Source: an optimization exercise on an open RTL-to-GDS flow (aim: small area, a short achievable clock period and few clock cycles per item). Production flows keep margins and buffers that such runs may drop.
In this exercise RTL edits were held to simulation tests only and were not proved equivalent to the original.
No activity file was given, so power comes from the tool's default toggle rates.

[design.v]
`default_nettype none
package nn_cfg_pkg;
    localparam int CFG_WORD_W = 256;
    localparam int CFG_ADDR_W = 17;
    localparam int LCOUNT_W    = 11;
    localparam int NINPUTS_W   = 10;
    localparam int SHIFT_W     = 5;
    localparam int CHUNK_LANES = 8;
    localparam int CHUNK_IDX_W = 10;
    localparam int CHUNK_WGT_W = 16;
    typedef logic [CFG_ADDR_W-1:0] cfg_addr_t;
    typedef struct packed {
        logic [LCOUNT_W-1:0] count;
        cfg_addr_t           location;
        logic [3:0]          reserved;
    } layer_hdr_t;
    typedef struct packed {
        logic [NINPUTS_W-1:0] ninputs;
        cfg_addr_t            lbase;
        cfg_addr_t            oloc;
        cfg_addr_t            nimap;
        cfg_addr_t            wimap;
        cfg_addr_t            neuron_table;
        logic [SHIFT_W-1:0]   neuron_shift;
        logic [SHIFT_W-1:0]   post_shift;
        logic [22:0]          unused;
    } neuron_tbl_t;
    typedef struct packed {
        logic [31:0]                                   unused_hi;
        logic [CHUNK_LANES-1:0][CHUNK_WGT_W-1:0]       weight;
        logic [15:0]                                   unused_mid;
        logic [CHUNK_LANES-1:0][CHUNK_IDX_W-1:0]       index;
    } chunk_word_t;
endpackage
`default_nettype wire
`default_nettype none
package nn_operand_pkg;
    localparam int LANES       = 8;   
    localparam int IN_W        = 24;
    localparam int W_W         = 16;  
    localparam int DATA_ADDR_W = 17;
    localparam int INDEX_W     = 10;  
    localparam int QUEUE_DEPTH = 4;
    localparam int QUEUE_PTR_W = $clog2(QUEUE_DEPTH);
    localparam int QUEUE_CNT_W = $clog2(QUEUE_DEPTH + 1);
    typedef logic [DATA_ADDR_W-1:0]            data_addr_t;
    typedef logic [LANES-1:0][DATA_ADDR_W-1:0] lane_addr_t;
    typedef logic [LANES-1:0][IN_W-1:0]        lane_in_t;
    typedef logic [LANES-1:0][W_W-1:0]         lane_wgt_t;
    typedef struct packed {
        lane_addr_t                              addr;
        lane_wgt_t                               weight;
        logic [9:0]                      ninputs_left;
        logic [16:0]                             neuron_table;
        logic [4:0]                      neuron_shift;
        logic [4:0]                      post_shift;
        data_addr_t                              oloc;
        logic [10:0]                     neuron_number;
    } chunk_t;
    typedef struct packed {
        lane_in_t                                inputs;
        lane_wgt_t                               weights;
        logic [16:0]                             neuron_table;
        logic [4:0]                      neuron_shift;
        logic [4:0]                      post_shift;
        data_addr_t                              oloc;
        logic [9:0]                      ninputs;
        logic [10:0]                     neuron_number;
    } operand_t;
endpackage
`default_nettype wire
`default_nettype none
module fetch_sequencer (
    input  logic                              clk,
    input  logic                              reset,
    input  logic                              i_start,
    input  nn_cfg_pkg::cfg_addr_t             i_table_base,
    input  logic [nn_cfg_pkg::CFG_WORD_W-1:0] i_cfg_data,
    input  logic                              i_stopin,
    input  logic                              i_layer_done,
    output nn_cfg_pkg::cfg_addr_t             o_cfg_addr,
    output nn_operand_pkg::lane_addr_t        o_data_addr,
    output logic                              o_push,
    output logic [127:0]                      o_weights,
    output logic [7:0]                        o_lanes,
    output logic [9:0]                        o_left,
    output logic [43:0]                       o_fields,
    output logic [10:0]                       o_number,
    output logic                              o_finish
);
    typedef enum logic [2:0] {
        S_IDLE,
        S_HDR,
        S_LAYER,
        S_TABLE,
        S_CHUNK,
        S_LAST
    } state_t;
    state_t state;
    nn_cfg_pkg::layer_hdr_t  hdr_word;
    nn_cfg_pkg::neuron_tbl_t tbl_word;
    logic        data_ok;      
    logic        push_q;
    logic        finish_q;
    logic [16:0] layer_ptr;    
    logic [10:0] layer_left;   
    logic [16:0] neuron_ptr;   
    logic [10:0] number;       
    logic [10:0] nlast;        
    logic [16:0] chunk_ptr;    
    logic [9:0]  rem;          
    logic        last_chunk;   
    logic        last_neuron;  
    logic [7:0]  lanes_q;      
    logic [127:0] wgt_q;       
    logic [43:0] fields_q;
    logic [9:0]  lbase_lo;
    logic [6:0]  lbase_hi;
    logic [6:0]  lbase_hi1;    
    logic        issue;
    logic [16:0] chunk_inc;
    logic [10:0] number_inc;
    logic [16:0] neuron_inc;
    logic [16:0] layer_inc;
    logic [16:0] next_addr;
    logic [16:0] hold_addr;
    logic [7:0]  lanes;
    logic [127:0] wgt_in;
    assign hdr_word = i_cfg_data[31:0];
    assign tbl_word = i_cfg_data[127:0];
    assign issue      = (state == S_CHUNK) && data_ok && !i_stopin;
    assign number_inc = number + 1'b1;
    assign chunk_inc  = chunk_ptr + 1'b1;
    assign neuron_inc = neuron_ptr + 1'b1;
    assign layer_inc  = layer_ptr + 1'b1;
    always_comb
    begin
        if (!last_chunk)
            next_addr = chunk_inc;
        else if (!last_neuron)
            next_addr = neuron_inc;
        else
            next_addr = layer_inc;
        case (state)
            S_IDLE:  hold_addr = i_table_base;
            S_HDR:   hold_addr = hdr_word.location;
            S_LAYER: hold_addr = hdr_word.location;
            S_TABLE: hold_addr = tbl_word.wimap;
            default: hold_addr = chunk_ptr;
        endcase
    end
    assign o_cfg_addr = issue ? next_addr : hold_addr;
    always_ff @(posedge clk or posedge reset)
    begin
        if (reset)
        begin
            state    <= S_IDLE;
            data_ok  <= 1'b0;
            push_q   <= 1'b0;
            finish_q <= 1'b0;
        end
        else
        begin
            push_q <= issue;
            if (i_layer_done)
                data_ok <= 1'b1;
            case (state)
                S_IDLE:
                begin
                    if (i_start)
                    begin
                        state    <= S_HDR;
                        data_ok  <= 1'b1;
                        finish_q <= 1'b0;
                    end
                end
                S_HDR:
                begin
                    if (hdr_word.count == 11'd0)
                    begin
                        state    <= S_IDLE;
                        finish_q <= 1'b1;
                    end
                    else
                        state <= S_LAYER;
                end
                S_LAYER:
                    state <= S_TABLE;
                S_TABLE:
                    state <= S_CHUNK;
                S_CHUNK:
                begin
                    if (issue && last_chunk)
                    begin
                        if (!last_neuron)
                            state <= S_TABLE;
                        else
                        begin
                            data_ok <= 1'b0;
                            state   <= (layer_left == 11'd0) ? S_LAST : S_LAYER;
                        end
                    end
                end
                S_LAST:
                begin
                    if (i_layer_done)
                    begin
                        state    <= S_IDLE;
                        finish_q <= 1'b1;
                    end
                end
                default:
                    state <= S_IDLE;
            endcase
        end
    end
    always_comb
    begin
        for (int l = 0; l < 8; l++)
        begin
            lanes[l] = (rem[9:3] != 7'd0) || (rem[2:0] > l[2:0]);
            wgt_in[l*16 +: 16] = lanes[l] ? i_cfg_data[96 + l*16 +: 16] : 16'd0;
        end
    end
    always_ff @(posedge clk)
    begin
        wgt_q   <= wgt_in;
        lanes_q <= lanes;
        case (state)
            S_HDR:
            begin
                layer_ptr  <= hdr_word.location;
                layer_left <= hdr_word.count - 1'b1;
            end
            S_LAYER:
            begin
                neuron_ptr <= hdr_word.location;
                nlast      <= hdr_word.count - 1'b1;
                number     <= 11'h7ff;
            end
            S_TABLE:
            begin
                chunk_ptr   <= tbl_word.wimap;
                rem         <= tbl_word.ninputs;
                last_chunk  <= (tbl_word.ninputs <= 10'd8);
                number      <= number_inc;
                last_neuron <= (number_inc == nlast);
                fields_q    <= {tbl_word.neuron_table, tbl_word.neuron_shift,
                                tbl_word.post_shift, tbl_word.oloc};
                lbase_lo    <= tbl_word.lbase[9:0];
                lbase_hi    <= tbl_word.lbase[16:10];
                lbase_hi1   <= tbl_word.lbase[16:10] + 1'b1;
            end
            S_CHUNK:
            begin
                if (issue)
                begin
                    chunk_ptr  <= chunk_inc;
                    rem[9:3]   <= rem[9:3] - 1'b1;
                    last_chunk <= (rem <= 10'd16);
                    if (last_chunk && !last_neuron)
                        neuron_ptr <= neuron_inc;
                    if (last_chunk && last_neuron)
                    begin
                        layer_ptr  <= layer_inc;
                        layer_left <= layer_left - 1'b1;
                    end
                end
            end
            default:
            begin
            end
        endcase
    end
    logic [135:0] lane_addr;
    always_comb
    begin
        for (int l = 0; l < 8; l++)
        begin
            logic [5:0] s0;
            logic [5:0] s1a;
            logic [5:0] s1b;
            logic [5:0] s1;
            s0  = {1'b0, lbase_lo[4:0]} + {1'b0, i_cfg_data[l*10 +: 5]};
            s1a = {1'b0, lbase_lo[9:5]} + {1'b0, i_cfg_data[l*10 + 5 +: 5]};
            s1b = {1'b0, lbase_lo[9:5]} + {1'b0, i_cfg_data[l*10 + 5 +: 5]} + 6'd1;
            s1  = s0[5] ? s1b : s1a;
            lane_addr[l*17 +: 17] = {s1[5] ? lbase_hi1 : lbase_hi, s1[4:0], s0[4:0]};
        end
    end
    assign o_data_addr = lane_addr;
    assign o_push      = push_q;
    assign o_weights   = wgt_q;
    assign o_lanes     = lanes_q;
    assign o_left      = {rem[9:3] + 1'b1, rem[2:0]};
    assign o_fields    = fields_q;
    assign o_number    = number;
    assign o_finish    = finish_q;
endmodule
`default_nettype wire
`default_nettype none
module operand_gather (
    input  nn_operand_pkg::lane_in_t  i_data,
    input  logic [127:0]              i_weights,
    input  logic [7:0]                i_lanes,
    input  logic [9:0]                i_left,
    input  logic [43:0]               i_fields,    
    input  logic [10:0]               i_number,
    output nn_operand_pkg::operand_t  o_operand
);
    logic [191:0] lane_in;
    logic [191:0] data_flat;
    assign data_flat = i_data;
    always_comb
    begin
        for (int l = 0; l < 8; l++)
            lane_in[l*24 +: 24] = i_lanes[l] ? data_flat[l*24 +: 24] : 24'd0;
    end
    assign o_operand = {lane_in, i_weights, i_fields, i_left, i_number};
endmodule
`default_nettype wire
`default_nettype none
module neuron_fetch_top (
    input  logic                              clk,
    input  logic                              reset,
    input  logic                              i_start,
    input  nn_cfg_pkg::cfg_addr_t             i_table_base,
    output nn_cfg_pkg::cfg_addr_t             o_cfg_addr,
    input  logic [nn_cfg_pkg::CFG_WORD_W-1:0] i_cfg_data,
    output nn_operand_pkg::lane_addr_t        o_data_addr,
    input  nn_operand_pkg::lane_in_t          i_data,
    input  logic                              i_stopin,
    input  logic                              i_layer_done,
    output logic                              o_push,
    output nn_operand_pkg::operand_t          o_operand,
    output logic                              o_finish
);
    logic [127:0] wgt;
    logic [7:0]   lanes;
    logic [9:0]   left;
    logic [43:0]  fields;
    logic [10:0]  number;
    fetch_sequencer u_sequencer (
        .clk          (clk),
        .reset        (reset),
        .i_start      (i_start),
        .i_table_base (i_table_base),
        .i_cfg_data   (i_cfg_data),
        .i_stopin     (i_stopin),
        .i_layer_done (i_layer_done),
        .o_cfg_addr   (o_cfg_addr),
        .o_data_addr  (o_data_addr),
        .o_push       (o_push),
        .o_weights    (wgt),
        .o_lanes      (lanes),
        .o_left       (left),
        .o_fields     (fields),
        .o_number     (number),
        .o_finish     (o_finish)
    );
    operand_gather u_gather (
        .i_data    (i_data),
        .i_weights (wgt),
        .i_lanes   (lanes),
        .i_left    (left),
        .i_fields  (fields),
        .i_number  (number),
        .o_operand (o_operand)
    );
endmodule
`default_nettype wire
[flow/run.sh]
#!/bin/bash
# The standard layout, except:
#  - the smallest buffer on every input and output port instead of the
#    default port buffer;
#  - synthesis leaves adders to abc as plain gates (no full/half-adder cells).
set -euo pipefail
export BUFFER_PORTS_ARGS="-buffer_cell sky130_fd_sc_hd__buf_1"
export ADDER_MAP_FILE=
bash standard.sh > standard_make.log 2>&1
[standard.sh]
#!/bin/bash
# synth_recipe.tcl (not shown) runs the flow's synth.tcl, then flattens the netlist and writes it again
# the make line also repeats each setting of config.mk as NAME=value (left out here)
make -C /OpenROAD-flow-scripts/flow DESIGN_CONFIG=/design/flow/config.mk WORK_HOME=/design/flow/orfs CLKGATE_MAP_FILE= SYNTH_SCRIPT=/design/flow/synth_recipe.tcl "${@:-finish}"
[config.mk]
export PLATFORM = sky130hd
export DESIGN_NAME = neuron_fetch_top
export DESIGN_NICKNAME = neuron_fetch_top
export VERILOG_FILES = /design/flow/design.v
export SDC_FILE = /design/flow/constraint.sdc
export NUM_CORES = 4
export LEC_CHECK = 0
export CAP_MARGIN = 20
export CORE_AREA = 75 75 275 275
export DIE_AREA = 0 0 350 350
export SETUP_SLACK_MARGIN = 2.0
export SLEW_MARGIN = 20
[constraint.sdc]
create_clock -name core_clock -period 6.5 [get_ports {clk}]
set_input_delay 1.3000 -clock core_clock [delete_from_list [all_inputs] [get_ports {clk}]]
set_output_delay 1.3000 -clock core_clock [all_outputs]
set_load 0.01 [all_outputs]
==> results of run 1 <==
-- power breakdown --
| group | leakage, nW | total [W] | internal [W] | switching [W] |
|---|---|---|---|---|
| combinational | 5.95 | 0.00467 | 0.00164 | 0.00303 |
| clock | 0.632 | 0.00217 | 0.00130 | 0.000873 |
| sequential | 2.71 | 0.00277 | 0.00248 | 0.000292 |
| total | 9.29 | 0.00962 | 0.00542 | 0.00420 |
-- final cells by class --
cell class | count | share of cell area
Antenna cell | 36 | 0.00354
Sequential cell | 306 | 0.306
Tap cell | 525 | 0.0258
Timing Repair Buffer | 1087 | 0.209
Clock buffer | 50 | 0.0441
Multi-Input combinational cell | 1413 | 0.399
Inverter | 34 | 0.00501
Clock inverter | 17 | 0.00634
-- routing by layer --
metal	GRT usage	vias up	part of all wire
li1	-	8525	-
met1	0.207	9422	0.30
met2	0.409	1369	0.49
met3	0.207	405	0.18
met4	0.0627	94	0.030
met5	0	-	0.0035
-- through the flow --
stage	hold slack (ns)	setup slack, ns	instances	instance area [sq um]	power [W]
after floorplan	0.469	1.88	1881	17900	0.00486
after global placement	0.501	1.01	3278	21900	0.00679
after detailed placement	0.509	0.946	3278	21900	0.00683
after CTS	0.523	1.58	3404	24500	0.00938
after global routing	0.560	1.51	3448	25400	0.0101
final	0.530	1.53	3468	25400	0.00962
-- worst max path at each step --
stage | startpoint | endpoint | slack, ns | cells after the start
after global routing | i_cfg_data[60] | o_data_addr[115] | 1.51 | 9
after global placement | i_cfg_data[51] | o_data_addr[101] | 1.01 | 9
after floorplan | i_cfg_data[61] | o_data_addr[113] | 1.88 | 7
after detailed placement | i_cfg_data[51] | o_data_addr[101] | 0.95 | 9
final | i_cfg_data[60] | o_data_addr[109] | 1.53 | 9
after CTS | i_cfg_data[62] | o_data_addr[109] | 1.58 | 9
-- synthesized netlist by cell type (all sizes together), types with 4 or more instances --
cell     count
inv         34
nor4         9
and2       270
nor2       100
o211ai      13
o31ai        7
dfxtp      136
dfrtp        6
and3         7
nor2b       84
o41ai        4
o2111ai      8
clkbuf      88
mux2i       25
nand3       26
or2         13
xor2        84
a21o         4
a22oi       11
and4         4
o221a        8
a31oi       22
a211oi      46
nand2      165
edfxtp     164
o22ai        8
nand2b      10
o22a         8
o21ai       61
a21oi       86
maj3        30
mux2        51
buf         40
nand4        9
nor3        29
xnor2      166
-- logic make-up (layout without fill, tap and decap cells) --
| group | after synthesis | count (layout) | synth area share |
|---|---|---|---|
| flops | 306 | 306 | 0.438 |
| xor+xnor | 250 | 250 | 0.123 |
| mux | 76 | 76 | 0.0463 |
| fa+ha+maj | 30 | 30 | 0.0171 |
| compound gates | 317 | 317 | 0.119 |
| simple gates | 740 | 740 | 0.222 |
| buf+inv | 162 | 1188 | 0.0357 |
| other cells | 0 | 36 | 0 |
-- state kept, by name, summed over array words and instances, names as in the netlist --
| name | flops |
|---|---|
| u_sequencer.lanes_q | 8 |
| u_sequencer.layer_left | 11 |
| u_sequencer.lbase_hi | 7 |
| u_sequencer.last_neuron | 1 |
| u_sequencer.chunk_ptr | 17 |
| u_sequencer.lbase_hi1 | 7 |
| u_sequencer.finish_q | 1 |
| u_sequencer.layer_ptr | 17 |
| u_sequencer.last_chunk | 1 |
| u_sequencer.number | 11 |
| u_sequencer.wgt_q | 128 |
| u_sequencer.fields_q | 44 |
| u_sequencer.neuron_ptr | 17 |
| u_sequencer.data_ok | 1 |
| u_sequencer.lbase_lo | 10 |
| u_sequencer.push_q | 1 |
| u_sequencer.nlast | 11 |
| u_sequencer.state | 3 |
| u_sequencer.rem | 10 |
-- what timing repair did --
| item | CTS | global route |
|---|---|---|
| setup endpoints to repair | 99 | 97 |
| setup buffers | 59 | 28 |
| endpoints found under the hold margin | 0 | 0 |
| gates resized for setup | 270 | 232 |
| pin swaps | 59 | 64 |
-- worst min-delay path, delay by kind of cell (launching register included) --
kind	cells	cell delay (ns)
AO/OA/AOI/OAI	2	0.15
flip-flops	1	0.35
==> key figures, run 1 <==
Timing
  • Worst slew pin tran: slightly below 1 ns
  • Number of hold violations in the final report: 0
  • Worst Clk Skew: 0.0185 ns
  • Achievable clock frequency: about 0.2 GHz
  • Number of setup violations in the final report: 0
  • Fraction of the cycle the final worst path needs: 0.765
  • Worst max-slew margin expressed relative to the limit: 0.343
  • Unrepaired setup endpoints after global routing: true
  • Minimum clock period: a little under 5 ns
  • Final total negative setup slack: 0 ns
  • Final count of pins violating max slew: 0

Global route
  • Antenna violations before repair: roughly 170
  • First-pass GRT wire length: approximately 210 mm
  • Total routing resource utilization after global routing: 0.240
  • Vias in the first global route: between 15000 and 20000
  • Largest net degree at the start of global routing: 80
  • Global route total overflow: 0

Logic synthesis
  • Seq/Total Area, Yosys: 0.438
  • Library cell occupying the most area in the post-synthesis netlist: edfxtp_1
  • Net count after synthesis: ~2400
  • Area share of the largest cell type after synthesis: 0.276
  • Number of distinct standard cells referenced by the synthesized netlist: 72
  • Yosys warnings: 2
  • Register bit count reported by yosys: between 300 and 400
  • Prevailing post-synth register cell: edfxtp_1
  • Top cells by area in the synthesized netlist: edfxtp_1 28%, dfxtp_1 15%, and2_1 9.5%, xnor2_1 8.2%, xor2_1 4.1%
  • Async set-or-reset flop fraction in the synthesized netlist: 0.0196
  • Summed instance area of the synthesized netlist: about 18000 sq um
  • Synth Area per Inst: 9.47 sq um
  • Post-synthesis cell count: between 1500 and 2000
  • Post-synth EDFFs: between 150 and 200

Die
  • Die Outline Area: about 120000 sq um
  • Effective utilization at floorplan: 0.451
  • Chip width: ~350 um
  • Height of the die: around 350 um
  • Core area: roughly 40000 sq um
  • Site row count: 73
  • # IOs: 1010

Status
  • Run status: timing/DRC/antenna clean

Worst setup path
  • Largest fanout on the critical path: 4
  • Cell Chain, Critical Path: buf_8, a222oi_1, nor3_2, maj3_2, maj3_2, maj3_2, maj3_2, xnor2_2, buf_6
  • Critical Path RT: between 5 and 6 ns
  • Cell occurring most often along the worst timing path: maj3_2
  • Crit Path Category: primary input to output port
  • Arr. time, crit path: about 3.7 ns
  • Reg2Reg Depth: 8
  • Crit. End Element: output port
  • Max stage delay cell, worst path: maj3_2
  • Register-to-register path setup slack: 3.10 ns
  • CP top delay family: adder cells
  • Largest stage delay on the critical path: ~0.4 ns
  • FF-to-FF Start: u_sequencer.rem[7]
  • Type of element launching the critical path: primary input
  • Number of buffer and inverter instances along the worst setup path: 2
  • Endpoint of the worst register-to-register path: u_sequencer.wgt_q[16]

Final layout
  • Sequential standard cell area: a little under 8000 sq um
  • Final design utilization: 0.643
  • Area Growth Syn to Fin: 42.8%
  • Area of combinational cells with multiple inputs: around 10000 sq um
  • Commonest non-fill, non-tap cell in the layout: buf_1
  • Net count reported at finish: approximately 3300
  • Fraction of final layout cells sized beyond drive strength 1: 0.161
  • Most used cells in the layout excluding fill and tap cells: 852 x buf_1, 270 x and2_1, 164 x edfxtp_1, 161 x nand2_1, 159 x xnor2_1
  • Layout filler cell count: ~3400

Drt
  • DRT Wirelength: about 170 mm
  • Via-per-instance ratio: 5.71
  • Initial drt markers: between 2000 and 2500
  • 1st-pass router iterations: 6
  • Total via count after detailed routing: 19815
  • Number of nets with antenna violations after detailed routing: 0
  • Routed length per instance: roughly 50 um
  • Detailed-route DRC error count: 0

Clock tree
  • Clock-pin slew on the worst setup and hold paths: around 0.06 ns
  • Clock net sink count: 306
  • Bufs on Longest Clock Path: 3
  • Insertion delay to the later sink of the worst-skew pair: about 0.56 ns
  • Master cell of the clock root buffer: clkbuf_16
  • TritonCTS clock tree: done
  • Number of buffers inserted by hold repair at cts: 0
  • Number of CTS-inserted buffers: 37
  • H-Tree Depth: 2

Power and ir drop
  • Pwr Density: approximately 380 nW/um^2
  • Total leakage power: ~9.3 nW
  • Peak supply drop: about 270 uV

Hold path
  • Hold Crit Endpoint: u_sequencer.data_ok
  • Tightest Hold Check Type: flop to flop
  • HP Start: u_sequencer.data_ok
  • Hold Path Stages: 2

Placed design
  • Count of input and output buffers: roughly 1000
  • HPWL after detailed placement: 154 mm
  • Routability cong.: roughly 1.0

Job
  • Total of max-cap violations: 0
Testbench counts, summed over its fixed seeds: cycles 4,284, items 2,745.
==> run 2, diff against run 1 <==
--- a/design.v
+++ b/design.v
@@ -89,13 +89,12 @@
     output logic                              o_finish
 );
-    typedef enum logic [2:0] {
-        S_IDLE,
-        S_HDR,
-        S_LAYER,
-        S_TABLE,
-        S_CHUNK,
-        S_LAST
-    } state_t;
-    state_t state;
+    localparam int S_IDLE  = 0;
+    localparam int S_HDR   = 1;
+    localparam int S_LAYER = 2;
+    localparam int S_TABLE = 3;
+    localparam int S_CHUNK = 4;
+    localparam int S_LAST  = 5;
+    logic [5:0] state;
+    logic [5:0] state_n;
     nn_cfg_pkg::layer_hdr_t  hdr_word;
     nn_cfg_pkg::neuron_tbl_t tbl_word;
@@ -129,5 +128,5 @@
     assign hdr_word = i_cfg_data[31:0];
     assign tbl_word = i_cfg_data[127:0];
-    assign issue      = (state == S_CHUNK) && data_ok && !i_stopin;
+    assign issue      = state[S_CHUNK] && data_ok && !i_stopin;
     assign number_inc = number + 1'b1;
     assign chunk_inc  = chunk_ptr + 1'b1;
@@ -142,18 +141,36 @@
         else
             next_addr = layer_inc;
-        case (state)
-            S_IDLE:  hold_addr = i_table_base;
-            S_HDR:   hold_addr = hdr_word.location;
-            S_LAYER: hold_addr = hdr_word.location;
-            S_TABLE: hold_addr = tbl_word.wimap;
-            default: hold_addr = chunk_ptr;
-        endcase
+        if (state[S_IDLE])
+            hold_addr = i_table_base;
+        else if (state[S_HDR] || state[S_LAYER])
+            hold_addr = hdr_word.location;
+        else if (state[S_TABLE])
+            hold_addr = tbl_word.wimap;
+        else
+            hold_addr = chunk_ptr;
     end
     assign o_cfg_addr = issue ? next_addr : hold_addr;
+    always_comb
+    begin
+        state_n = state;
+        if (state[S_IDLE] && i_start)
+            state_n = 6'd1 << S_HDR;
+        if (state[S_HDR])
+            state_n = (hdr_word.count == 11'd0) ? 6'd1 << S_IDLE : 6'd1 << S_LAYER;
+        if (state[S_LAYER])
+            state_n = 6'd1 << S_TABLE;
+        if (state[S_TABLE])
+            state_n = 6'd1 << S_CHUNK;
+        if (issue && last_chunk)
+            state_n = !last_neuron ? 6'd1 << S_TABLE :
+                      (layer_left == 11'd0) ? 6'd1 << S_LAST : 6'd1 << S_LAYER;
+        if (state[S_LAST] && i_layer_done)
+            state_n = 6'd1 << S_IDLE;
+    end
     always_ff @(posedge clk or posedge reset)
     begin
         if (reset)
         begin
-            state    <= S_IDLE;
+            state    <= 6'd1 << S_IDLE;
             data_ok  <= 1'b0;
             push_q   <= 1'b0;
@@ -162,55 +179,18 @@
         else
         begin
+            state  <= state_n;
             push_q <= issue;
             if (i_layer_done)
                 data_ok <= 1'b1;
-            case (state)
-                S_IDLE:
-                begin
-                    if (i_start)
-                    begin
-                        state    <= S_HDR;
-                        data_ok  <= 1'b1;
-                        finish_q <= 1'b0;
-                    end
-                end
-                S_HDR:
-                begin
-                    if (hdr_word.count == 11'd0)
-                    begin
-                        state    <= S_IDLE;
-                        finish_q <= 1'b1;
-                    end
-                    else
-                        state <= S_LAYER;
-                end
-                S_LAYER:
-                    state <= S_TABLE;
-                S_TABLE:
-                    state <= S_CHUNK;
-                S_CHUNK:
-                begin
-                    if (issue && last_chunk)
-                    begin
-                        if (!last_neuron)
-                            state <= S_TABLE;
-                        else
-                        begin
-                            data_ok <= 1'b0;
-                            state   <= (layer_left == 11'd0) ? S_LAST : S_LAYER;
-                        end
-                    end
-                end
-                S_LAST:
-                begin
-                    if (i_layer_done)
-                    begin
-                        state    <= S_IDLE;
-                        finish_q <= 1'b1;
-                    end
-                end
-                default:
-                    state <= S_IDLE;
-            endcase
+            if (state[S_IDLE] && i_start)
+            begin
+                data_ok  <= 1'b1;
+                finish_q <= 1'b0;
+            end
+            if ((state[S_HDR] && (hdr_word.count == 11'd0)) ||
+                (state[S_LAST] && i_layer_done))
+                finish_q <= 1'b1;
+            if (issue && last_chunk && last_neuron)
+                data_ok <= 1'b0;
         end
     end
@@ -227,49 +207,41 @@
         wgt_q   <= wgt_in;
         lanes_q <= lanes;
-        case (state)
-            S_HDR:
-            begin
-                layer_ptr  <= hdr_word.location;
-                layer_left <= hdr_word.count - 1'b1;
-            end
-            S_LAYER:
-            begin
-                neuron_ptr <= hdr_word.location;
-                nlast      <= hdr_word.count - 1'b1;
-                number     <= 11'h7ff;
-            end
-            S_TABLE:
-            begin
-                chunk_ptr   <= tbl_word.wimap;
-                rem         <= tbl_word.ninputs;
-                last_chunk  <= (tbl_word.ninputs <= 10'd8);
-                number      <= number_inc;
-                last_neuron <= (number_inc == nlast);
-                fields_q    <= {tbl_word.neuron_table, tbl_word.neuron_shift,
-                                tbl_word.post_shift, tbl_word.oloc};
-                lbase_lo    <= tbl_word.lbase[9:0];
-                lbase_hi    <= tbl_word.lbase[16:10];
-                lbase_hi1   <= tbl_word.lbase[16:10] + 1'b1;
-            end
-            S_CHUNK:
-            begin
-                if (issue)
-                begin
-                    chunk_ptr  <= chunk_inc;
-                    rem[9:3]   <= rem[9:3] - 1'b1;
-                    last_chunk <= (rem <= 10'd16);
-                    if (last_chunk && !last_neuron)
-                        neuron_ptr <= neuron_inc;
-                    if (last_chunk && last_neuron)
-                    begin
-                        layer_ptr  <= layer_inc;
-                        layer_left <= layer_left - 1'b1;
-                    end
-                end
-            end
-            default:
+        if (state[S_HDR])
+        begin
+            layer_ptr  <= hdr_word.location;
+            layer_left <= hdr_word.count - 1'b1;
+        end
+        if (state[S_LAYER])
+        begin
+            neuron_ptr <= hdr_word.location;
+            nlast      <= hdr_word.count - 1'b1;
+            number     <= 11'h7ff;
+        end
+        if (state[S_TABLE])
+        begin
+            chunk_ptr   <= tbl_word.wimap;
+            rem         <= tbl_word.ninputs;
+            last_chunk  <= (tbl_word.ninputs <= 10'd8);
+            number      <= number_inc;
+            last_neuron <= (number_inc == nlast);
+            fields_q    <= {tbl_word.neuron_table, tbl_word.neuron_shift,
+                            tbl_word.post_shift, tbl_word.oloc};
+            lbase_lo    <= tbl_word.lbase[9:0];
+            lbase_hi    <= tbl_word.lbase[16:10];
+            lbase_hi1   <= tbl_word.lbase[16:10] + 1'b1;
+        end
+        if (issue)
+        begin
+            chunk_ptr  <= chunk_inc;
+            rem[9:3]   <= rem[9:3] - 1'b1;
+            last_chunk <= (rem <= 10'd16);
+            if (last_chunk && !last_neuron)
+                neuron_ptr <= neuron_inc;
+            if (last_chunk && last_neuron)
             begin
+                layer_ptr  <= layer_inc;
+                layer_left <= layer_left - 1'b1;
             end
-        endcase
+        end
     end
     logic [135:0] lane_addr;
@@ -278,13 +250,7 @@
         for (int l = 0; l < 8; l++)
         begin
-            logic [5:0] s0;
-            logic [5:0] s1a;
-            logic [5:0] s1b;
-            logic [5:0] s1;
-            s0  = {1'b0, lbase_lo[4:0]} + {1'b0, i_cfg_data[l*10 +: 5]};
-            s1a = {1'b0, lbase_lo[9:5]} + {1'b0, i_cfg_data[l*10 + 5 +: 5]};
-            s1b = {1'b0, lbase_lo[9:5]} + {1'b0, i_cfg_data[l*10 + 5 +: 5]} + 6'd1;
-            s1  = s0[5] ? s1b : s1a;
-            lane_addr[l*17 +: 17] = {s1[5] ? lbase_hi1 : lbase_hi, s1[4:0], s0[4:0]};
+            logic [10:0] lo;
+            lo = {1'b0, lbase_lo} + {1'b0, i_cfg_data[l*10 +: 10]};
+            lane_addr[l*17 +: 17] = {lo[10] ? lbase_hi1 : lbase_hi, lo[9:0]};
         end
     end
==> flow/run.sh (replaced) <==
#!/bin/bash
# The standard layout, except for the smallest buffer on every input and
# output port instead of the default port buffer.
set -euo pipefail
export BUFFER_PORTS_ARGS="-buffer_cell sky130_fd_sc_hd__buf_1"
bash standard.sh > standard_make.log 2>&1
--- a/config.mk
+++ b/config.mk
@@ -6,4 +6,5 @@
 export NUM_CORES = 4
 export LEC_CHECK = 0
+export ABC_AREA = 1
 export CAP_MARGIN = 20
 export CORE_AREA = 75 75 275 275
==> run 2 against run 1 <==
Routed wire length increased by 6.6%. Clock power is 3% higher. Synthesized area rose by 2.2%. Non-clock buffer count down 96. Global-route usage up 1.7 points. Critical path depth unchanged. Sequential share of layout area down 0.44 points.
==> key figures, run 2 <==
Logic synthesis
  • Combinational family with the most area after synthesis: simple AND/OR/NAND/NOR gates
  • Most common cell in the synthesized netlist: nand2_1
  • Post-synth EDFFs: 102 (-38%)
  • Summed instance area of the synthesized netlist: 18200 sq um (+2.2%)
  • Post-synthesis cell count: 2515 (+34%)
  • Number of distinct standard cells referenced by the synthesized netlist: 55 (-24%)
  • Prevailing post-synth register cell: dfxtp_1
  • Library cell occupying the most area in the post-synthesis netlist: dfxtp_1
  • Synth Area per Inst: 7.24 sq um (-24%)
  • Area share of the largest cell type after synthesis: 0.218 (-0.0587)
  • Net count after synthesis: 3085 (+31%)
  • Proportion of synthesized area in mux cells: 0.00385 (-0.0424)
  • Seq/Total Area, Yosys: 0.398 (-0.0392)
  • Synth Area in Simple Gates: 0.239 (+0.0172)
  • Top cells by area in the synthesized netlist: dfxtp_1 22%, edfxtp_1 17%, nand2_1 13%, inv_1 9.6%, ha_1 6.3%
  • Compound-Gate Fraction of Synth Area: 0.109 (-0.00961)
  • Xor/xnor cell area share of the yosys netlist: 0.0587 (-0.0642)
  • Most numerous cell types in the synthesized netlist: 624 x nand2_1, 467 x inv_1, 265 x nor2_1
  • Register bit count reported by yosys: 309 (+0.98%)
  • Yosys warnings: 2 (unchanged)
  • Async set-or-reset flop fraction in the synthesized netlist: 0.0291 (+0.00952)
  • Synth Area in Adders: 0.0720 (+0.0549)

Final layout
  • Number of flip-flops under the largest register name: 128 (unchanged)
  • Net count reported at finish: 4038 (+21%)
  • Most used cells in the layout excluding fill and tap cells: 904 x buf_1, 623 x nand2_1, 466 x inv_1, 265 x nor2_1, 198 x dfxtp_1
  • Most flops, register: u_sequencer.wgt_q
  • Area of combinational cells with multiple inputs: 8900 sq um (-12%)
  • Layout filler cell count: 3902 (+14%)
  • Area Growth Syn to Fin: 31.9%
  • Sequential standard cell area: 7260 sq um (-6.9%)
  • Largest registers: u_sequencer.wgt_q (128), u_sequencer.fields_q (44)
  • Final instance area: 24000 sq um (-5.6%)
  • Fraction of final layout cells sized beyond drive strength 1: 0.0598 (-0.101)
  • Commonest non-fill, non-tap cell in the layout: buf_1
  • Final design utilization: 0.607 (-0.0360)

Worst setup path
  • Reg2Reg Depth: 3 (-5)
  • Critical Path RT: 5.20 ns (about the same)
  • Arr. time, crit path: 3.14 ns (-0.53 ns)
  • Crit Path Category: primary input to output port
  • Endpoint of the worst register-to-register path: u_sequencer.number[10]
  • Type of element launching the critical path: primary input
  • Largest fanout on the critical path: 14 (+10)
  • Crit. End Element: output port
  • FF-to-FF Start: u_sequencer.state[3]
  • Register-to-register path setup slack: 4.18 ns (+1.08 ns)

Clock tree
  • H-Tree Depth: 2 (unchanged)
  • Insertion delay to the later sink of the worst-skew pair: 0.56 ns (about the same)
  • Clock-pin slew on the worst setup and hold paths: 0.06 ns (about the same)
  • Number of buffers inserted by hold repair at cts: 0 (unchanged)
  • Clock net sink count: 309 (+0.98%)
  • Bufs on Longest Clock Path: 3 (unchanged)
  • TritonCTS clock tree: done
  • Master cell of the clock root buffer: clkbuf_16
  • Number of CTS-inserted buffers: 37 (unchanged)

Placed design
  • Cell area after placement: 22200 sq um (+1.6%)
  • Post-Place Worst Slack: 1.50 ns (+0.550 ns)
  • Routability cong.: 1.09 (+7.3%)
  • HPWL after detailed placement: 168 mm (+9.3%)
  • Count of input and output buffers: 973 (unchanged)

Timing
  • Minimum clock period: 4.44 ns (-0.531 ns)
  • Final total negative setup slack: 0 ns (unchanged)
  • Worst Clk Skew: 0.0105 ns (-0.00795 ns)
  • Final worst setup slack: 2.06 ns (+0.531 ns)
  • Number of setup violations in the final report: 0 (unchanged)
  • Worst slew pin tran: 0.957 ns (-0.0268 ns)
  • Worst max-slew margin expressed relative to the limit: 0.361 (+0.0177)
  • Final-layout worst hold slack: 0.482 ns (-0.0484 ns)
  • Number of hold violations in the final report: 0 (unchanged)
  • Unrepaired setup endpoints after global routing: true
  • Final count of pins violating max slew: 0 (unchanged)
  • Fraction of the cycle the final worst path needs: 0.683 (-0.0817)
  • Achievable clock frequency: 0.225 GHz (+12%)

Global route
  • First-pass GRT wire length: 226 mm (+7.7%)
  • Total routing resource utilization after global routing: 0.256 (+0.0167)
  • Antenna violations before repair: 201 (+19%)
  • Vias in the first global route: 20331 (+14%)
  • Global route total overflow: 0 (unchanged)
  • Largest net degree at the start of global routing: 50 (-38%)

Drt
  • Total via count after detailed routing: 22513 (+14%)
  • Number of nets with antenna violations after detailed routing: 0 (unchanged)
  • Initial drt markers: 2495 (+22%)
  • Detailed-route DRC error count: 0 (unchanged)
  • Via-per-instance ratio: 5.51 (-3.6%)
  • 1st-pass router iterations: 8 (+2)
  • Routed length per instance: 45.4 um (-9.6%)
  • DRT Wirelength: 186 mm (+6.6%)

Power and ir drop
  • Pwr Density: 319 nW/um^2 (-15%)
  • Total leakage power: 11.5 nW (+24%)
  • Peak supply drop: 238 uV (-11%)

Die
  • Site row count: 73 (unchanged)
  • Chip width: 350 um (unchanged)
  • Core area: 39500 sq um (unchanged)
  • Height of the die: 350 um (unchanged)
  • Effective utilization at floorplan: 0.460 (+0.00981)
  • # IOs: 1010 (unchanged)
  • Die Outline Area: 123000 sq um (unchanged)

Status
  • Run status: timing/DRC/antenna clean

Job
  • Total of max-cap violations: 0 (unchanged)

Hold path
  • Hold Crit Endpoint: u_sequencer.neuron_ptr[15]
  • Hold Path Stages: 2 (unchanged)
  • HP Start: u_sequencer.neuron_ptr[15]
  • Tightest Hold Check Type: flop to flop
[run 2: cell count changes in the layout (fill, tap and decap cells not counted), sizes merged, moves of 43 or more]
cell    previous run  this run
and2             270         1
dfxtp            136       198
ha                 0        92
edfxtp           164       102
a211oi            46         3
mux2              51         0
xnor2            166        31
nor2b             84         0
nand3             26        90
nand2            165       629
inv               39       479
nor2             100       280
o21ai             61       168
buf             1066       951
[run 2: metrics by stage]
step                cells  total power, W
floorplan            2515         0.00402
detailed placement   3942         0.00537
global placement     3942         0.00532
finish               4089         0.00767
CTS                  4019         0.00764
global route         4062         0.00807
[run 2: report_power, final]
part           internal (W)  switching [W]  leakage, nW
clock               0.00136       0.000879        0.646
combinational      0.000803        0.00202         8.19
sequential          0.00234       0.000273         2.68
total               0.00450        0.00318         11.5
[run 2: area by class of cell]
cell class	count	area share
antenna	67	0.00698
timing repair inverter	1	0.000208
multi-input combinational	1648	0.371
clock inverter	19	0.00864
sequential	309	0.302
inverter	480	0.0755
timing repair buffer	991	0.163
clock buffer	49	0.0460
tap	525	0.0273
[run 2: what timing repair did]
action | CTS | global route
cloned | 1 | 1
endpoints found under the setup margin | 72 | 65
endpoints found under the hold margin | 0 | 0
pin swaps | 2 | 2
gates resized for setup | 39 | 61
setup buffers | 8 | 2
[run 2: worst max path at each step]
stage	from	slack (ns)	depth (start not counted)	to
floorplan	u_sequencer.state[3]	2.18	8	o_cfg_addr[2]
detailed placement	i_cfg_data[7]	1.50	9	o_data_addr[13]
global placement	i_cfg_data[7]	1.53	9	o_data_addr[13]
global route	i_cfg_data[40]	1.96	7	o_data_addr[83]
finish	i_cfg_data[18]	2.06	9	o_data_addr[31]
CTS	i_cfg_data[9]	1.91	8	o_data_addr[13]
[run 2: layer usage]
metal  global-route usage  wire (um)
met2                0.434      89700
met5              0.00623        674
met4                0.103       8100
met1                0.214      54000
met3                0.215      33300
[run 2: cell families after synthesis]
logic type      count (synthesis)
mux                             7
flops                         309
simple gates                 1061
buf+inv                       559
xor+xnor                      122
compound gates                357
fa+ha+maj                     100
[run 2: worst max-delay path, cell delays in order]
cell and delay, ns:
buf_1 0.46, ha_1 0.41, nand2_1 0.11, nor2_1 0.05
nand3_1 0.07, nand4_1 0.15, buf_12 0.19, o21ai_0 0.18
buf_2 0.20
Testbench counts of run 2, summed over its fixed seeds: cycles 4,284, items 2,745.
==> run 3, diff against run 2 <==
--- a/config.mk
+++ b/config.mk
@@ -10,4 +10,4 @@
 export CORE_AREA = 75 75 275 275
 export DIE_AREA = 0 0 350 350
-export SETUP_SLACK_MARGIN = 2.0
+export SETUP_SLACK_MARGIN = 2.2
 export SLEW_MARGIN = 20
==> run 3 against run 2 <==
Still clean on timing, DRC and antenna. Clock skew rose by 0.0020 ns. Synthesized area did not move. Cell area increased by 3.0%. Worst setup slack improved by 0.084 ns. Flip-flop and latch count did not move. Routed wire length increased by 0.42%. Global-route usage is 0.13 points lower. Critical path depth grew 2. Via count is 2.5% higher. First-iteration DRC count rose by 3.4%. Critical path type unchanged. Largest cell class unchanged.
==> key figures, run 3 <==
Logic synthesis
  • Most common cell in the synthesized netlist: nand2_1
  • Area share of the largest cell type after synthesis: 0.218 (unchanged)
  • Number of distinct standard cells referenced by the synthesized netlist: 55 (unchanged)
  • Yosys warnings: 2 (unchanged)
  • Seq/Total Area, Yosys: 0.398 (unchanged)
  • Synth Area in Adders: 0.0720 (unchanged)
  • Synth Area per Inst: 7.24 sq um (unchanged)
  • Compound-Gate Fraction of Synth Area: 0.109 (unchanged)
  • Library cell occupying the most area in the post-synthesis netlist: dfxtp_1
  • Net count after synthesis: 3085 (unchanged)
  • Proportion of synthesized area in mux cells: 0.00385 (unchanged)
  • Register bit count reported by yosys: 309 (unchanged)
  • Post-synthesis cell count: 2515 (unchanged)
  • Summed instance area of the synthesized netlist: 18200 sq um (unchanged)
  • Post-synth EDFFs: 102 (unchanged)
  • Combinational family with the most area after synthesis: simple AND/OR/NAND/NOR gates
  • Most numerous cell types in the synthesized netlist: 624 x nand2_1, 467 x inv_1, 265 x nor2_1
  • Prevailing post-synth register cell: dfxtp_1
  • Async set-or-reset flop fraction in the synthesized netlist: 0.0291 (unchanged)
  • Top cells by area in the synthesized netlist: dfxtp_1 22%, edfxtp_1 17%, nand2_1 13%, inv_1 9.6%, ha_1 6.3%
  • Synth Area in Simple Gates: 0.239 (unchanged)
  • Xor/xnor cell area share of the yosys netlist: 0.0587 (unchanged)

Die
  • Height of the die: 350 um (unchanged)
  • # IOs: 1010 (unchanged)
  • Core area: 39500 sq um (unchanged)
  • Die Outline Area: 123000 sq um (unchanged)
  • Site row count: 73 (unchanged)
  • Effective utilization at floorplan: 0.460 (unchanged)
  • Chip width: 350 um (unchanged)

Timing
  • Number of hold violations in the final report: 0 (unchanged)
  • Worst slew pin tran: 0.942 ns (-0.0150 ns)
  • Final total negative setup slack: 0 ns (unchanged)
  • Achievable clock frequency: 0.229 GHz (+1.9%)
  • Final count of pins violating max slew: 0 (unchanged)
  • Worst max-slew margin expressed relative to the limit: 0.371 (+0.00999)
  • Fraction of the cycle the final worst path needs: 0.670 (-0.0129)
  • Minimum clock period: 4.36 ns (-0.0837 ns)
  • Final worst setup slack: 2.14 ns (+0.0837 ns)
  • Unrepaired setup endpoints after global routing: true
  • Number of setup violations in the final report: 0 (unchanged)
  • Worst Clk Skew: 0.0125 ns (+0.00196 ns)

Drt
  • DRT Wirelength: 187 mm (+0.42%)
  • Initial drt markers: 2580 (+3.4%)
  • Total via count after detailed routing: 23078 (+2.5%)
  • Routed length per instance: 45.7 um (+0.57%)
  • Via-per-instance ratio: 5.65 (+2.7%)
  • Detailed-route DRC error count: 0 (unchanged)
  • Number of nets with antenna violations after detailed routing: 0 (unchanged)
  • 1st-pass router iterations: 6 (-2)

Final layout
  • Net count reported at finish: 4053 (+0.37%)
  • Most flops, register: u_sequencer.wgt_q
  • Sequential standard cell area: 7260 sq um (about the same)
  • Most used cells in the layout excluding fill and tap cells: 863 x buf_1, 617 x nand2_1, 464 x inv_1, 256 x nor2_1, 198 x dfxtp_1
  • Final instance area: 24700 sq um (+3.0%)
  • Final design utilization: 0.626 (+0.0183)
  • Commonest non-fill, non-tap cell in the layout: buf_1
  • Area of combinational cells with multiple inputs: 9390 sq um (+5.5%)
  • Layout filler cell count: 3797 (-2.7%)
  • Area Growth Syn to Fin: 35.9%
  • Number of flip-flops under the largest register name: 128 (unchanged)
  • Largest registers: u_sequencer.wgt_q (128), u_sequencer.fields_q (44)
  • Fraction of final layout cells sized beyond drive strength 1: 0.0954 (+0.0356)

Job
  • Total of max-cap violations: 0 (unchanged)

Worst setup path
  • Type of element launching the critical path: primary input
  • Largest stage delay on the critical path: 0.36 ns (-0.10 ns)
  • Cell Chain, Critical Path: buf_2, ha_1, inv_1, nor3_2, nand3_1, nand4_1, buf_12, buf_4, nand2_1, o21ai_0, buf_4
  • CP top delay family: buffers and inverters
  • Number of buffer and inverter instances along the worst setup path: 5 (+2)
  • Crit. End Element: output port
  • FF-to-FF Start: u_sequencer.rem[3]
  • Endpoint of the worst register-to-register path: u_sequencer.wgt_q[5]
  • Max stage delay cell, worst path: ha_1
  • Cell count along the critical path: 11 (+2)
  • Crit path capture: o_data_addr[29]
  • Cell occurring most often along the worst timing path: buf_4
  • Arr. time, crit path: 3.06 ns (-0.08 ns)
  • Register-to-register path setup slack: 4.20 ns (+0.02 ns)
  • Reg2Reg Depth: 7 (+4)
  • Largest fanout on the critical path: 10 (-4)
  • Critical Path RT: 5.20 ns (about the same)
  • Crit Path Category: primary input to output port
  • CP Launch Point: i_cfg_data[12]

Placed design
  • Post-Place Worst Slack: 1.42 ns (-0.0733 ns)
  • Routability cong.: 1.10 (+0.92%)
  • HPWL after detailed placement: 168 mm (-0.50%)
  • Cell area after placement: 22200 sq um (about the same)
  • Count of input and output buffers: 973 (unchanged)

Clock tree
  • TritonCTS clock tree: done
  • Number of buffers inserted by hold repair at cts: 0 (unchanged)
  • Bufs on Longest Clock Path: 3 (unchanged)
  • Number of CTS-inserted buffers: 37 (unchanged)
  • Clock net sink count: 309 (unchanged)
  • Clock-pin slew on the worst setup and hold paths: 0.07 ns (about the same)
  • H-Tree Depth: 2 (unchanged)
  • Insertion delay to the later sink of the worst-skew pair: 0.55 ns (about the same)
  • Master cell of the clock root buffer: clkbuf_16

Power and ir drop
  • Peak supply drop: 202 uV (-15%)
  • Pwr Density: 312 nW/um^2 (-2.2%)
  • Total leakage power: 11.7 nW (+1.9%)
  • Sum of internal, switching and leakage power: 0.00773 W (+0.78%)

Global route
  • Largest net degree at the start of global routing: 46 (-8.0%)
  • Vias in the first global route: 20408 (+0.38%)
  • Global route total overflow: 0 (unchanged)
  • First-pass GRT wire length: 226 mm (about the same)
  • Antenna violations before repair: 201 (unchanged)
  • Total routing resource utilization after global routing: 0.255 (-0.00134)

Hold path
  • Tightest Hold Check Type: flop to flop

Status
  • Run status: timing/DRC/antenna clean
-- run 3: what timing repair did --
item | CTS | global route
buffers inserted | 12 | 9
gates resized for setup | 137 | 158
pin swaps | 9 | 8
gates cloned | 3 | 4
endpoints found under the setup margin | 96 | 94
-- run 3: kinds of logic after synthesis --
kind of cell	Yosys count
and+or+nand+nor	1061
adders and majority gates	100
DFF	309
buffers and inverters	559
muxes	7
AOI/OAI and AO/OA	357
xor gates and xnor gates	122
-- run 3: worst reg2reg max path, delay by kind of cell (launching register included) --
family / cells / cell delay (ns)
buffers and inverters: 2 / 0.32
flip-flops: 1 / 0.49
adder cells (fa/ha/maj): 1 / 0.23
AND/OR/NAND/NOR: 4 / 1.12
-- run 3: report_power, final --
group / switching [W] / internal [W] / total [W]
combinational: 0.00205 / 0.000866 / 0.00292
sequential: 0.000274 / 0.00234 / 0.00261
clock: 0.000864 / 0.00134 / 0.00221
-- run 3: through the flow --
stage,std cells,hold WS [ns]
floorplan,2515,0.453
global placement,3941,0.464
detailed placement,3941,0.472
CTS,4024,0.481
global route,4064,0.505
finish,4083,0.481
-- run 3: how the worst min path moves through the flow --
stage | startpoint | cells after the start | slack (ns) | to
5_1_grt | u_sequencer.layer_ptr[15] | 2 | 0.51 | u_sequencer.layer_ptr[15]
4_1_cts | u_sequencer.neuron_ptr[15] | 2 | 0.48 | u_sequencer.neuron_ptr[15]
3_3_place_gp | u_sequencer.layer_ptr[15] | 2 | 0.46 | u_sequencer.layer_ptr[15]
6_report | u_sequencer.neuron_ptr[15] | 2 | 0.48 | u_sequencer.neuron_ptr[15]
3_5_place_dp | u_sequencer.neuron_ptr[15] | 2 | 0.47 | u_sequencer.neuron_ptr[15]
2_1_floorplan | u_sequencer.layer_ptr[15] | 2 | 0.45 | u_sequencer.layer_ptr[15]
-- run 3: final cells by class --
cell class	instances	share of cell area
diodes	46	0.00465
clock buffers	52	0.0442
clock inverters	16	0.00824
inverters	480	0.0734
multi-input cells	1651	0.380
flip-flops and latches	309	0.293
well taps	525	0.0265
repair buffers	1003	0.170
repair inverters	1	0.000202
-- run 3: layer usage --
metal	global-route usage	routed length [um]	vias to the layer above	part of all wire
met5	0	823	-	0.0044
met4	0.0947	7720	130	0.041
met3	0.209	33400	536	0.18
met2	0.434	90300	1782	0.48
met1	0.217	54400	10736	0.29
li1	-	-	9894	-
==> run 4, diff against run 3 <==
==> flow/run.sh (replaced) <==
#!/bin/bash
# The standard layout, except:
#  - the smallest buffer on every input and output port instead of the
#    default port buffer;
#  - pins may sit on adjacent routing tracks, so the die can be small and
#    the core reach close to every pin.
set -euo pipefail
export BUFFER_PORTS_ARGS="-buffer_cell sky130_fd_sc_hd__buf_1"
export PLACE_PINS_ARGS="-min_distance 1 -min_distance_in_tracks"
bash standard.sh > standard_make.log 2>&1
--- a/config.mk
+++ b/config.mk
@@ -8,6 +8,6 @@
 export ABC_AREA = 1
 export CAP_MARGIN = 20
-export CORE_AREA = 75 75 275 275
-export DIE_AREA = 0 0 350 350
-export SETUP_SLACK_MARGIN = 2.2
+export CORE_AREA = 2 2 208 208
+export DIE_AREA = 0 0 210 210
+export SETUP_SLACK_MARGIN = 2.0
 export SLEW_MARGIN = 20
==> run 4 against run 3 <==
The flow now stops in global routing. Synthesized cell count unchanged. Synthesized area did not move.
==> key figures, run 4 <==
Logic synthesis
  • Area share of the largest cell type after synthesis: 0.218 (unchanged)
  • Summed instance area of the synthesized netlist: 18200 sq um (unchanged)
  • Most numerous cell types in the synthesized netlist: 624 x nand2_1, 467 x inv_1, 265 x nor2_1
  • Top cells by area in the synthesized netlist: dfxtp_1 22%, edfxtp_1 17%, nand2_1 13%, inv_1 9.6%, ha_1 6.3%
  • Post-synth EDFFs: 102 (unchanged)
  • Most common cell in the synthesized netlist: nand2_1
  • Net count after synthesis: 3085 (unchanged)
  • Prevailing post-synth register cell: dfxtp_1
  • Number of distinct standard cells referenced by the synthesized netlist: 55 (unchanged)
  • Seq/Total Area, Yosys: 0.398 (unchanged)
  • Register bit count reported by yosys: 309 (unchanged)
  • Async set-or-reset flop fraction in the synthesized netlist: 0.0291 (unchanged)
  • Synth Area per Inst: 7.24 sq um (unchanged)
  • Post-synthesis cell count: 2515 (unchanged)
  • Library cell occupying the most area in the post-synthesis netlist: dfxtp_1
  • Yosys warnings: 2 (unchanged)

Clock tree
  • Bufs on Longest Clock Path: 3 (unchanged)
  • Master cell of the clock root buffer: clkbuf_16
  • Number of CTS-inserted buffers: 37 (unchanged)
  • H-Tree Depth: 2 (unchanged)
  • Clock net sink count: 309 (unchanged)

Global route
  • Total routing resource utilization after global routing: 0.365
  • First-pass GRT wire length: between 100 and 150 mm
  • Largest net degree at the start of global routing: just under 60
  • Vias in the first global route: between 20000 and 25000
  • Global route total overflow: 11

Placed design
  • Post-Place Worst Slack: 1.61 ns (+0.186 ns)
  • HPWL after detailed placement: 65.9 mm (-61%)
  • Count of input and output buffers: 973 (unchanged)
  • Routability cong.: 1.08 (-1.5%)
  • Placed cells: 3955 (+0.36%)

Die
  • Chip width: 210 um (-40%)
  • Site row count: 75 (+2.7%)
  • Effective utilization at floorplan: 0.434 (-0.0263)
  • # IOs: 1010 (unchanged)
  • Height of the die: 210 um (-40%)

Status
  • Run status: did not finish
  • Exit stage: global routing
  • First error message: [ERROR GRT-0116] Global routing finished with congestion. Check the congestion regions in the DRC Viewer.
-- run 4: worst max path at each step --
stage,start,to,slack [ns],depth (start not counted)
after floorplan,u_sequencer.state[3],o_cfg_addr[2],2.18,8
after global placement,i_cfg_data[20],o_data_addr[49],1.63,7
after detailed placement,i_cfg_data[20],o_data_addr[48],1.61,7
after CTS,i_stopin,o_cfg_addr[5],1.97,9
-- run 4: stage by stage --
stage	power [W]	utilization	instance area, sq um
after floorplan	0.00402	-	18200
after global placement	0.00487	0.530	22200
after detailed placement	0.00492	0.530	22200
after CTS	0.00704	0.563	23600
-- run 4: routing by layer --
metal	global-route usage	overflow
met5	0.0100	0
met4	0.318	3
met3	0.143	0
met2	0.552	8
met1	0.399	0
-- run 4: kinds of logic after synthesis --
kind of cell | Yosys count | synth area share
simple gates | 1061 | 0.239
mux | 7 | 0.00385
fa+ha+maj | 100 | 0.0720
flops | 309 | 0.398
buf+inv | 559 | 0.119
xor+xnor | 122 | 0.0587
compound gates | 357 | 0.109
-- run 4: timing repair --
action	in CTS
setup endpoints to repair	70
cloned	1
buffers inserted	13
pin swaps	3
hold buffers	0
gates resized for setup	10
-- run 4: power by group through the flow --
stage | Sequential [W] | Combinational, W | Clock, W
global placement | 0.00264 | 0.00223 | 0
CTS | 0.00261 | 0.00231 | 0.00212
floorplan | 0.00261 | 0.00141 | 0
detailed placement | 0.00265 | 0.00227 | 0
==> run 5, diff against run 4 <==
--- a/config.mk
+++ b/config.mk
@@ -8,6 +8,6 @@
 export ABC_AREA = 1
 export CAP_MARGIN = 20
-export CORE_AREA = 2 2 208 208
-export DIE_AREA = 0 0 210 210
+export CORE_AREA = 2 2 238 238
+export DIE_AREA = 0 0 240 240
 export SETUP_SLACK_MARGIN = 2.0
 export SLEW_MARGIN = 20
==> run 5 against run 4 <==
The run again fails in global routing. Synthesized area stayed put. Synthesized cell count stayed put.
==> key figures, run 5 <==
Logic synthesis
  • Yosys warnings: 2 (unchanged)
  • Summed instance area of the synthesized netlist: 18200 sq um (unchanged)
  • Seq/Total Area, Yosys: 0.398 (unchanged)
  • Prevailing post-synth register cell: dfxtp_1
  • Async set-or-reset flop fraction in the synthesized netlist: 0.0291 (unchanged)
  • Most common cell in the synthesized netlist: nand2_1
  • Synth Area per Inst: 7.24 sq um (unchanged)
  • Top cells by area in the synthesized netlist: dfxtp_1 22%, edfxtp_1 17%, nand2_1 13%, inv_1 9.6%, ha_1 6.3%
  • Number of distinct standard cells referenced by the synthesized netlist: 55 (unchanged)
  • Post-synthesis cell count: 2515 (unchanged)
  • Area share of the largest cell type after synthesis: 0.218 (unchanged)
  • Most numerous cell types in the synthesized netlist: 624 x nand2_1, 467 x inv_1, 265 x nor2_1
  • Library cell occupying the most area in the post-synthesis netlist: dfxtp_1
  • Net count after synthesis: 3085 (unchanged)
  • Register bit count reported by yosys: 309 (unchanged)
  • Post-synth EDFFs: 102 (unchanged)

Global route
  • Vias in the first global route: 19538
  • First-pass GRT wire length: 127 mm
  • Global route total overflow: 5
  • Total routing resource utilization after global routing: 0.307
  • Largest net degree at the start of global routing: 57

Placed design
  • Cell area after placement: 22500 sq um (+1.3%)
  • Routability cong.: 1.05 (-2.9%)
  • Count of input and output buffers: 973 (unchanged)
  • Placed cells: 4167 (+5.4%)
  • Post-Place Worst Slack: 1.69 ns (+0.0832 ns)
  • HPWL after detailed placement: 75.6 mm (+15%)

Status
  • Exit stage: global routing
  • Run status: did not finish
  • First error message: [ERROR GRT-0116] Global routing finished with congestion. Check the congestion regions in the DRC Viewer.

Die
  • # IOs: 1010 (unchanged)
  • Effective utilization at floorplan: 0.331 (-0.104)
  • Site row count: 86 (+15%)
  • Height of the die: 240 um (+14%)
  • Chip width: 240 um (+14%)

Clock tree
  • Bufs on Longest Clock Path: 3 (unchanged)
  • Master cell of the clock root buffer: clkbuf_16
  • H-Tree Depth: 2 (unchanged)
  • Number of CTS-inserted buffers: 37 (unchanged)
  • Number of buffers inserted by hold repair at cts: 0 (unchanged)
  • Clock net sink count: 309 (unchanged)
[run 5: cell counts after synthesis]
No cell type changed its count.
[run 5: logic make-up after synthesis]
logic type,Yosys count,share of synthesized area
AO/OA/AOI/OAI,357,0.109
XOR/XNOR,122,0.0587
adder cells (fa/ha/maj),100,0.0720
buffers and inverters,559,0.119
flip-flops,309,0.398
multiplexers,7,0.00385
AND/OR/NAND/NOR,1061,0.239
[run 5: per-layer routing]
layer,GRT overflow,track usage
met3,0,0.132
met5,0,0.0121
met2,5,0.445
met4,0,0.248
met1,0,0.350
[run 5: power groups by stage]
stage | sequential [W] | combinational [W] | clock, W
floorplan | 0.00261 | 0.00141 | 0
global placement | 0.00264 | 0.00232 | 0
detailed placement | 0.00264 | 0.00232 | 0
CTS | 0.00261 | 0.00234 | 0.00204
[run 5: worst min-delay path by stage]
stage | depth (start not counted) | slack (ns) | end | from
floorplan | 2 | 0.45 | u_sequencer.layer_ptr[15] | u_sequencer.layer_ptr[15]
global placement | 2 | 0.47 | u_sequencer.layer_ptr[15] | u_sequencer.layer_ptr[15]
detailed placement | 2 | 0.47 | u_sequencer.layer_ptr[15] | u_sequencer.layer_ptr[15]
CTS | 2 | 0.48 | u_sequencer.layer_ptr[15] | u_sequencer.layer_ptr[15]
[run 5: stage by stage]
stage / total power (W) / hold WS (ns)
global placement: 0.00496 / 0.468
detailed placement: 0.00496 / 0.472
CTS: 0.00698 / 0.482
floorplan: 0.00402 / 0.453
[run 5: repair_timing]
item | in CTS
gates resized for setup | 9
endpoints found under the setup margin | 56
pin swaps | 2
gates cloned | 0
buffers inserted | 6
==> run 6, diff against run 5 <==
--- a/design.v
+++ b/design.v
@@ -124,4 +124,5 @@
     logic [16:0] next_addr;
     logic [16:0] hold_addr;
+    logic [16:0] go_addr;
     logic [7:0]  lanes;
     logic [127:0] wgt_in;
@@ -150,5 +151,6 @@
             hold_addr = chunk_ptr;
     end
-    assign o_cfg_addr = issue ? next_addr : hold_addr;
+    assign go_addr    = (state[S_CHUNK] && data_ok) ? next_addr : hold_addr;
+    assign o_cfg_addr = i_stopin ? hold_addr : go_addr;
     always_comb
     begin
--- a/flow/run.sh
+++ b/flow/run.sh
@@ -4,7 +4,9 @@
 #    default port buffer;
 #  - pins may sit on adjacent routing tracks, so the die can be small and
-#    the core reach close to every pin.
+#    the core reach close to every pin;
+#  - global routing gets more congestion iterations.
 set -euo pipefail
 export BUFFER_PORTS_ARGS="-buffer_cell sky130_fd_sc_hd__buf_1"
 export PLACE_PINS_ARGS="-min_distance 1 -min_distance_in_tracks"
+export GLOBAL_ROUTE_ARGS="-congestion_iterations 100 -congestion_report_iter_step 5 -verbose"
 bash standard.sh > standard_make.log 2>&1
--- a/config.mk
+++ b/config.mk
@@ -8,6 +8,6 @@
 export ABC_AREA = 1
 export CAP_MARGIN = 20
-export CORE_AREA = 2 2 238 238
-export DIE_AREA = 0 0 240 240
+export CORE_AREA = 2 2 248 248
+export DIE_AREA = 0 0 250 250
 export SETUP_SLACK_MARGIN = 2.0
 export SLEW_MARGIN = 20
==> run 6 against run 5 <==
Synthesized area rose by 0.87%. Now clean on timing, DRC and antenna. Synthesized cell count increased by 1.9%.
==> key figures, run 6 <==
Timing
  • Number of hold violations in the final report: 0
  • Worst slew pin tran: just over 1 ns
  • Fraction of the cycle the final worst path needs: 0.680
  • Worst max-slew margin expressed relative to the limit: 0.319
  • Final total negative setup slack: 0 ns
  • Number of setup violations in the final report: 0
  • Worst Clk Skew: 0.0255 ns
  • Unrepaired setup endpoints after global routing: true
  • Final count of pins violating max slew: 0
  • Minimum clock period: about 4.4 ns
  • Achievable clock frequency: 0.226 GHz
  • Final-layout worst hold slack: approximately 0.50 ns

Drt
  • Detailed-route DRC error count: 0
  • 1st-pass router iterations: 22
  • DRT Wirelength: around 96 mm
  • Initial drt markers: a little over 2000
  • Via-per-instance ratio: a little under 5
  • Total via count after detailed routing: 21116
  • Number of nets with antenna violations after detailed routing: 0
  • Routed length per instance: ~22 um

Die
  • Height of the die: 250 um (+4.2%)
  • Site row count: 90 (+4.7%)
  • Effective utilization at floorplan: 0.305 (-0.0251)
  • Die Outline Area: between 60000 and 70000 sq um
  • # IOs: 1010 (unchanged)
  • Core area: roughly 60000 sq um
  • Chip width: 250 um (+4.2%)

Placed design
  • Routability cong.: 1.05 (-0.15%)
  • Count of input and output buffers: 973 (unchanged)
  • HPWL after detailed placement: 78.1 mm (+3.3%)

Worst setup path
  • FF-to-FF Start: u_sequencer.state[4]
  • Cell occurring most often along the worst timing path: inv_1
  • Largest fanout on the critical path: 14
  • Critical Path RT: roughly 5.2 ns
  • Endpoint of the worst register-to-register path: u_sequencer.layer_ptr[9]
  • Arr. time, crit path: about 3.1 ns
  • Type of element launching the critical path: primary input
  • Reg2Reg Depth: 8
  • Largest stage delay on the critical path: roughly 0.41 ns
  • Crit Path Category: primary input to output port
  • Max stage delay cell, worst path: fa_1
  • Crit. End Element: output port
  • Number of buffer and inverter instances along the worst setup path: 5
  • CP top delay family: buffers and inverters
  • Register-to-register path setup slack: 4.02 ns
  • Cell Chain, Critical Path: buf_2, ha_2, inv_1, fa_1, inv_1, a21oi_2, o21ai_4, buf_12, nand2_1, o21ai_0, buf_1

Hold path
  • HP Start: u_sequencer.chunk_ptr[15]
  • Hold Crit Endpoint: u_sequencer.chunk_ptr[15]
  • Tightest Hold Check Type: flop to flop
  • Hold Path Stages: 2

Global route
  • Global route total overflow: 0
  • Antenna violations before repair: 48
  • Vias in the first global route: roughly 19000
  • First-pass GRT wire length: approximately 130 mm
  • Largest net degree at the start of global routing: between 50 and 60
  • Total routing resource utilization after global routing: 0.293

Status
  • Run status: timing/DRC/antenna clean

Final layout
  • Net count reported at finish: ~4000
  • Area Growth Syn to Fin: 32.9%
  • Number of flip-flops under the largest register name: 128
  • Largest registers: u_sequencer.wgt_q (128), u_sequencer.fields_q (44)
  • Most used cells in the layout excluding fill and tap cells: 953 x buf_1, 653 x nand2_1, 466 x inv_1, 286 x nor2_1, 198 x dfxtp_1
  • Commonest non-fill, non-tap cell in the layout: buf_1
  • Most flops, register: u_sequencer.wgt_q
  • Fraction of final layout cells sized beyond drive strength 1: 0.0433

Logic synthesis
  • Register bit count reported by yosys: 309 (unchanged)
  • Number of distinct standard cells referenced by the synthesized netlist: 55 (unchanged)
  • Yosys warnings: 2 (unchanged)
  • Area share of the largest cell type after synthesis: 0.216 (-0.00188)
  • Post-synth EDFFs: 102 (unchanged)
  • Most numerous cell types in the synthesized netlist: 654 x nand2_1, 466 x inv_1, 286 x nor2_1
  • Post-synthesis cell count: 2564 (+1.9%)
  • Synth Area per Inst: 7.16 sq um (-1.1%)
  • Async set-or-reset flop fraction in the synthesized netlist: 0.0291 (unchanged)
  • Seq/Total Area, Yosys: 0.395 (-0.00345)
  • Summed instance area of the synthesized netlist: 18400 sq um (+0.87%)
  • Most common cell in the synthesized netlist: nand2_1
  • Library cell occupying the most area in the post-synthesis netlist: dfxtp_1
  • Top cells by area in the synthesized netlist: dfxtp_1 22%, edfxtp_1 17%, nand2_1 13%, inv_1 9.5%, ha_1 6.3%
  • Prevailing post-synth register cell: dfxtp_1
  • Net count after synthesis: 3134 (+1.6%)

Clock tree
  • Number of CTS-inserted buffers: 39 (+5.4%)
  • Master cell of the clock root buffer: clkbuf_16
  • Clock-pin slew on the worst setup and hold paths: approximately 0.060 ns
  • Number of buffers inserted by hold repair at cts: 0 (unchanged)
  • H-Tree Depth: 2 (unchanged)
  • TritonCTS clock tree: done
  • Insertion delay to the later sink of the worst-skew pair: about 0.57 ns
  • Clock net sink count: 309 (unchanged)
  • Bufs on Longest Clock Path: 3 (unchanged)

Power and ir drop
  • Total leakage power: 11.6 nW
  • Peak supply drop: about 220 uV
  • Pwr Density: 327 nW/um^2

Job
  • Total of max-cap violations: 0
run 6: cell count changes after synthesis, moves of 9 or more:
cell      previous run  this run
nand2_1            624       654
nor2_1             265       286
nor3_1              26        10
xor2_1              91        75
a211oi_1             3        17
nand3_1             87       100
a21oi_1            113       102
a31oi_1             16        25
run 6: how the worst max path moves through the flow:
| stage | startpoint | cells after the start | slack [ns] | endpoint |
|---|---|---|---|---|
| 2_1_floorplan | i_cfg_data[50] | 6 | 2.49 | o_data_addr[100] |
| 3_3_place_gp | i_cfg_data[10] | 10 | 1.65 | o_data_addr[29] |
| 3_5_place_dp | i_cfg_data[10] | 10 | 1.64 | o_data_addr[29] |
| 4_1_cts | u_sequencer.lbase_lo[5] | 7 | 2.00 | o_data_addr[133] |
| 5_1_grt | i_cfg_data[4] | 10 | 1.96 | o_data_addr[16] |
| 6_report | i_cfg_data[10] | 11 | 2.08 | o_data_addr[27] |
run 6: worst register-to-register path, cell delays in order (launching register included):
cell     delay, ns
dfrtp_1       0.35
nand2_1       0.09
nor2_4        0.37
nand2_2       0.34
nor2_2        0.16
buf_4         0.42
inv_1         0.36
a31oi_1       0.23
inv_1         0.05
run 6: stage by stage:
stage	setup slack, ns	cell area, sq um	total power, W	instances	utilization
6_report	2.08	24400	0.00798	4381	0.406
5_1_grt	1.96	24400	0.00842	4378	0.406
4_1_cts	2.00	24200	0.00796	4333	0.402
3_5_place_dp	1.64	22700	0.00561	4250	0.378
3_3_place_gp	1.65	22700	0.00561	4250	0.378
2_1_floorplan	2.49	18400	0.00441	2564	-
run 6: area by class of cell:
type / count / area (sq um)
diodes: 46 / 115
clock buffers: 48 / 1020
clock inverters: 23 / 299
fillers: 6632 / 35700
inverters: 477 / 1790
multi-input cells: 1696 / 9010
flip-flops and latches: 309 / 7260
well taps: 782 / 978
repair buffers: 1000 / 3930
run 6: logic make-up after synthesis:
logic type / Yosys count / share of synthesized area
xor gates and xnor gates: 105 / 0.0508
buffers and inverters: 559 / 0.118
muxes: 1 / 0.000545
adders and majority gates: 100 / 0.0714
AOI/OAI and AO/OA: 385 / 0.119
and+or+nand+nor: 1105 / 0.245
DFF: 309 / 0.395
run 6: layer usage:
metal,track usage,up-vias,wire length (um)
met5,0,-,56
met4,0.240,8,8610
met3,0.102,444,10400
met2,0.395,1362,37400
met1,0.375,9264,39700
li1,-,10038,-
run 6: what timing repair did:
| action | CTS | global route |
|---|---|---|
| resized for setup | 11 | 28 |
| endpoints found under the hold margin | 0 | 0 |
| endpoints found under the setup margin | 45 | 42 |
| buffers inserted | 12 | 2 |
| pin swaps | 1 | 1 |
| gates cloned | 0 | 0 |
run 6: where the power goes:
part | switching (W) | internal, W
sequential | 0.000289 | 0.00235
clock | 0.000921 | 0.00136
combinational | 0.00207 | 0.000986
Testbench counts of run 6, summed over its fixed seeds: cycles 4,284, items 2,745.

Check on run 6: ideal ports give 2.080 ns setup slack; a clkbuf_16 on the clock port and buf_2 on the inputs give 2.058 ns; moving port delays by the midpoint clock arrival (0.625 ns) as well gives 2.058 ns.
